Source: an optimization exercise on an open RTL-to-GDS flow (aim: a short achievable clock period and few clock cycles). Production flows keep margins and buffers that such runs may drop.
At most, simulation tests tie the RTL to the original design; equivalence was not proved.

run A:
==> flow/design.v (excerpt) <==
module mdc_top #(
    parameter int RUN_LEN = mdc_pkg::N_ENTRIES
) (
    input  wire logic         clk,
    input  wire logic         rst_n,
    input  wire logic         in_valid,
    input  wire logic [8:0]   in_mode,
    input  wire logic [14:0]  in_data,
    output logic              out_valid,
    output mdc_pkg::result_t  out_data
);
    mdc_pkg::entry_t      entry;
    logic [RUN_LEN-1:0]   wr_en;
    logic                 run_done;
    logic                 mode3;
    mdc_pkg::matrix_t     mat;
    mdc_input_stage #(
        .RUN_LEN (RUN_LEN)
    ) u_input_stage (
        .clk      (clk),
        .rst_n    (rst_n),
        .in_valid (in_valid),
        .in_mode  (in_mode),
        .in_data  (in_data),
        .entry    (entry),
        .wr_en    (wr_en),
        .run_done (run_done),
        .mode3    (mode3)
    );
    matrix_buffer #(
        .RUN_LEN (RUN_LEN)
    ) u_matrix_buffer (
        .clk   (clk),
        .entry (entry),
        .wr_en (wr_en),
        .mat   (mat)
    );
    det_engine u_det_engine (
        .clk       (clk),
        .rst_n     (rst_n),
        .run_done  (run_done),
        .mode3     (mode3),
        .mat       (mat),
        .out_valid (out_valid),
        .out_data  (out_data)
    );
endmodule
For scale: about 3400 cells after synthesis, roughly 440 flip-flops, about 33000 µm² of cells after synthesis.
export LEC_CHECK = 0
export ABC_CLOCK_PERIOD_IN_PS = 1500
export CAP_MARGIN = 20
export CORE_MARGIN = 2
export CORE_UTILIZATION = 40
export SLEW_MARGIN = 20
create_clock -name core_clock -period 18.0 [get_ports {clk}]
standard.sh (not shown) runs the stock make flow with config.mk's settings and CLKGATE_MAP_FILE= SYNTH_SCRIPT=/design/flow/synth_recipe.tcl, a recipe that flattens the netlist after the stock synthesis.
==> flow/flow/run.sh <==
#!/bin/bash
# The standard layout, with repair_timing aiming well below the clock period
set -euo pipefail
bash standard.sh SETUP_SLACK_MARGIN=13 finish > standard_flow.log 2>&1
No stage failed in run A, and the final checks on the layout all came back clean.
Relative to run A, the following input files were edited for run B:
Settings: ABC_CLOCK_PERIOD_IN_PS removed (was 1500).
==> flow/run.sh (new file) <==
#!/bin/bash
# synth_recipe.tcl (not shown) runs the flow's synth.tcl, then flattens the netlist and writes it again
# the make line also repeats each setting of config.mk as NAME=value (left out here)
make -C /OpenROAD-flow-scripts/flow DESIGN_CONFIG=/design/flow/config.mk WORK_HOME=/design/flow/orfs CLKGATE_MAP_FILE= SYNTH_SCRIPT=/design/flow/synth_recipe.tcl finish
removed: flow/flow/run.sh
removed: flow/standard.sh
### Flow results
There was hardly any difference in count of multi-input combinational gates between run B and run A.
Run B vs run A: final period utilization up in run B
Of run A and run B, the run reporting the lower largest net degree at the start of global routing was run A.
Compared run A against run B; number of sequential cells within noise.
Compared with run A, in run B number of fillers in the final layout -about 0.7%, count of nets after finishing -32.
Taking run A as the reference, in run B routed wire length now sits lower, post-detailed-placement half-perimeter wirelength now sits higher, utilization now sits lower.
### run B -> run C
Settings: ABC_CLOCK_PERIOD_IN_PS now 1500, previously not set.
Going from run B to run C, pin count of the biggest net entering global routing neither gained nor lost much, number of flip-flops and latches has remained practically unchanged, per-cell routed wire length was more or less identical. Compared run B against run C; worst slew margin relative to its limit within noise. Re number of buffers other than clock buffers in the final layout: no difference whatsoever between run B and run C. Sum of routed wire segments on met1: run C vs run B identical. Between run B and run C, the final hold slack figures differ only marginally.
No run of this note included a check of the RTL's function; only the layout flow was run.


Setup of indigo:
mdc_top, a different RTL version from the one above (not shown whole).
Size: ~240 I/O pins.
// mdc_top
module mdc_top #(
    parameter int RUN_LEN = mdc_pkg::N_ENTRIES
) (
    input  wire logic         clk,
    input  wire logic         rst_n,
    input  wire logic         in_valid,
    input  wire logic [8:0]   in_mode,
    input  wire logic [14:0]  in_data,
    output logic              out_valid,
    output mdc_pkg::result_t  out_data
);
    mdc_pkg::entry_t      entry;
    logic [RUN_LEN-1:0]   wr_en;
    logic                 run_done;
    logic                 mode3;
    mdc_pkg::matrix_t     mat;
    mdc_input_stage #(
        .RUN_LEN (RUN_LEN)
    ) u_input_stage (
        .clk      (clk),
        .rst_n    (rst_n),
        .in_valid (in_valid),
        .in_mode  (in_mode),
        .in_data  (in_data),
        .entry    (entry),
        .wr_en    (wr_en),
        .run_done (run_done),
        .mode3    (mode3)
    );
    matrix_buffer #(
        .RUN_LEN (RUN_LEN)
    ) u_matrix_buffer (
        .clk   (clk),
        .entry (entry),
        .wr_en (wr_en),
        .mat   (mat)
    );
    det_engine u_det_engine (
        .clk       (clk),
        .rst_n     (rst_n),
        .run_done  (run_done),
  ...
clock: 18.0 ns
lec_check: 0
abc_clock_period_in_ps: 4000
cap_margin: 20
core_margin: 2
core_utilization: 40
slew_margin: 20
run.sh (not shown) runs the stock make flow with config.mk's settings and CLKGATE_MAP_FILE= SYNTH_SCRIPT=/design/flow/synth_recipe.tcl, a recipe that flattens the netlist after the stock synthesis.
Stock flow here: none of the scripts above is used.
indigo | stages: all done | timing, DRC, antenna: all pass
--- input diff indigo..ember ---
Settings: removing ABC_CLOCK_PERIOD_IN_PS (formerly 4000).
==> flow/flow/run.sh (new file) <==
#!/bin/bash
# The standard layout, with repair_timing aiming well below the clock period
set -euo pipefail
bash standard.sh SETUP_SLACK_MARGIN=12.5 finish > standard_flow.log 2>&1
==> flow/standard.sh (new file) <==
#!/bin/bash
# synth_recipe.tcl (not shown) runs the flow's synth.tcl, then flattens the netlist and writes it again
# the make line also repeats each setting of config.mk as NAME=value (left out here)
make -C /OpenROAD-flow-scripts/flow DESIGN_CONFIG=/design/flow/config.mk WORK_HOME=/design/flow/orfs CLKGATE_MAP_FILE= SYNTH_SCRIPT=/design/flow/synth_recipe.tcl "${@:-finish}"
removed: flow/run.sh
Notes after the runs:
ember: flow completed, timing, DRC and antenna clean. There was hardly any difference in data required time at the worst endpoint between indigo and ember. ember: fraction of standard cell area that is sequential is 0.50 points lower than what indigo reported. Diff ember..indigo | sequential cell area fraction in the yosys report | unchanged. ember vs indigo, largest net degree at the start of global routing went up by about 10%. Changes observed in ember relative to indigo: first-pass GRT wire length did not really move; filler-free cell count of the finished design grew by about 0.9%.
What raven does differently from ember at the input level:
==> flow/run.sh (new file) <==
#!/bin/bash
# synth_recipe.tcl (not shown) runs the flow's synth.tcl, then flattens the netlist and writes it again
# the make line also repeats each setting of config.mk as NAME=value (left out here)
make -C /OpenROAD-flow-scripts/flow DESIGN_CONFIG=/design/flow/config.mk WORK_HOME=/design/flow/orfs CLKGATE_MAP_FILE= SYNTH_SCRIPT=/design/flow/synth_recipe.tcl finish
removed: flow/flow/run.sh
removed: flow/standard.sh
[summary]
- Summary of raven over ember: final area shows a reduction of about 2%, routed wire length shrank by 720 um, layout sequential cell count was more or less identical.
- | clock skew | raven vs ember | worse |
- There was hardly any difference in global-route usage between raven and ember.
No run of this note included a check of the RTL's function; only the layout flow was run.


JK:
Another version of the RTL of mdc_top (not shown whole).
Size: roughly 2,600 flip-flops, ~230,000 um2 of cells after synthesis.
==> flow/config.mk <==
export PLATFORM = sky130hd
export DESIGN_NAME = mdc_top
export DESIGN_NICKNAME = mdc_top
export VERILOG_FILES = /design/flow/design.v
export SDC_FILE = /design/flow/constraint.sdc
export NUM_CORES = 4
export LEC_CHECK = 0
export CAP_MARGIN = 20
export CORE_MARGIN = 2
export CORE_UTILIZATION = 50
export SLEW_MARGIN = 20
export TNS_END_PERCENT = 10
==> flow/constraint.sdc <==
create_clock -name core_clock -period 18.0 [get_ports {clk}]
set_input_delay 3.6000 -clock core_clock [delete_from_list [all_inputs] [get_ports {clk}]]
set_output_delay 3.6000 -clock core_clock [all_outputs]
set_load 0.01 [all_outputs]
standard.sh (not shown) runs the stock make flow with config.mk's settings and CLKGATE_MAP_FILE= SYNTH_SCRIPT=/design/flow/synth_recipe.tcl, a recipe that flattens the netlist after the stock synthesis.
==> flow/flow/run.sh <==
#!/bin/bash
# The standard layout, in two parts: after placement, each register that
# drives an output port's buffer is moved next to that buffer and the
# placement legalised again (flow/move_out.tcl). repair_timing aims at a setup
# slack well above zero so that it keeps shortening paths; port buffers are
# buf_4. Each tool's output goes to a log file of its own.
set -euo pipefail
EXTRA=(SETUP_SLACK_MARGIN=13.2 "BUFFER_PORTS_ARGS=-buffer_cell sky130_fd_sc_hd__buf_4")
bash standard.sh "${EXTRA[@]}" place > standard_place.log 2>&1
MOVE_ODB=orfs/results/sky130hd/mdc_top/base/3_place.odb \
  openroad -no_init -exit flow/move_out.tcl > move_out.log 2>&1
bash standard.sh "${EXTRA[@]}" finish > standard_finish.log 2>&1
==> flow/flow/move_out.tcl <==
# Move each register that drives an output port's buffer next to that
# buffer, then legalise. The register's input side has slack to spare; its
# output wire is on the path to the port.
set odb $::env(MOVE_ODB)
read_db $odb
set block [ord::get_db_block]
set moved 0
foreach bterm [$block getBTerms] {
  if {[$bterm getIoType] ne "OUTPUT"} { continue }
  set net [$bterm getNet]
  if {$net eq "NULL"} { continue }
  # the port's buffer
  set buf ""
  foreach it [$net getITerms] {
    if {[$it isOutputSignal]} { set buf [$it getInst] }
  }
  if {$buf eq ""} { continue }
  # the buffer's input net and its driver
  foreach it [$buf getITerms] {
    if {[$it isInputSignal] && [$it getNet] ne "NULL"} { set innet [$it getNet] }
  }
  set drv ""
  foreach it [$innet getITerms] {
    if {[$it isOutputSignal]} { set drv [$it getInst] }
  }
  if {$drv eq ""} { continue }
  set master [[$drv getMaster] getName]
  if {![string match "*df*" $master]} { continue }
  set loc [$buf getLocation]
  $drv setLocation [lindex $loc 0] [lindex $loc 1]
  $drv setPlacementStatus PLACED
  incr moved
}
puts "moved $moved registers next to their output buffers"
detailed_placement
check_placement -verbose
write_db $odb
Testbench counts of JK, summed over its fixed seeds: cycles 57,600.
Here is what was changed in the inputs of PW compared with JK.
- CORE_UTILIZATION: 50 -> 30
==> flow/flow/run.sh <==
#!/bin/bash
# The standard layout; repair_timing aims at a setup slack well above
# zero so that it keeps shortening paths, and port buffers are buf_4
set -euo pipefail
bash standard.sh SETUP_SLACK_MARGIN=13.2 "BUFFER_PORTS_ARGS=-buffer_cell sky130_fd_sc_hd__buf_4" finish > standard_flow.log 2>&1
removed: flow/flow/move_out.tcl
Notes after the runs:
Looking at PW and JK, the proportion of final cell area spent on non-clock buffers is a wash.
From JK to PW the numbers moved as follows: overall track demand over capacity in global routing moved down.
Where wire length is concerned, JK is better than PW.
Comparing PW and JK, the lower relative area change from synthesis to final layout is on JK.
Total global routing overflow came out exactly the same in PW and JK.
Setup slack, PW and JK: lower on PW
The library cell contributing the largest single delay on the critical path comes out sky130_fd_sc_hd__edfxtp_1 in one run and sky130_fd_sc_hd__dfrtp_2 in the other, namely in JK and PW respectively.
The faster design of the two is JK; PW tops out lower.

## static timing again, ports no longer ideal
Ports are ideal in the flow. The routed layouts listed here were re-timed in OpenROAD.
Step 1 assumes that a clkbuf_16 drives the clock port and a buf_2 every other input.
Step 2 adds t to the input delays and takes it off the output delays; t is the mean of the earliest and latest rising clock arrival at the registers after step 1. Input paths then give back, and output paths get back, about the clock's delay inside the block.
Slacks: ideal / step 1 / step 2; pairs: ideal / step 1.
run | t (ns) | slack for setup (ns) | worst data-port slew with drivers (ns)
run A | 0.667 | 12.954 / 12.961 / 12.320 | 0.06
run B | 0.663 | 12.051 / 12.081 / 11.417 | 0.04
run C | 0.663 | 12.051 / 12.081 / 11.417 | 0.04
indigo | 0.653 | 10.454 / 10.497 / 9.845 | 0.07
ember | 0.659 | 11.844 / 11.864 / 11.205 | 0.07
raven | 0.653 | 10.454 / 10.497 / 9.845 | 0.07
JK | 1.131 | 12.749 / 12.699 / 11.968 | 0.11
PW | 1.131 | 12.656 / 12.519 / 11.954 | 0.28
After both steps every run listed still meets setup and hold. For JK, which loses most, drivers alone change the setup slack by -0.050 ns; drivers and shift together by -0.781 ns.
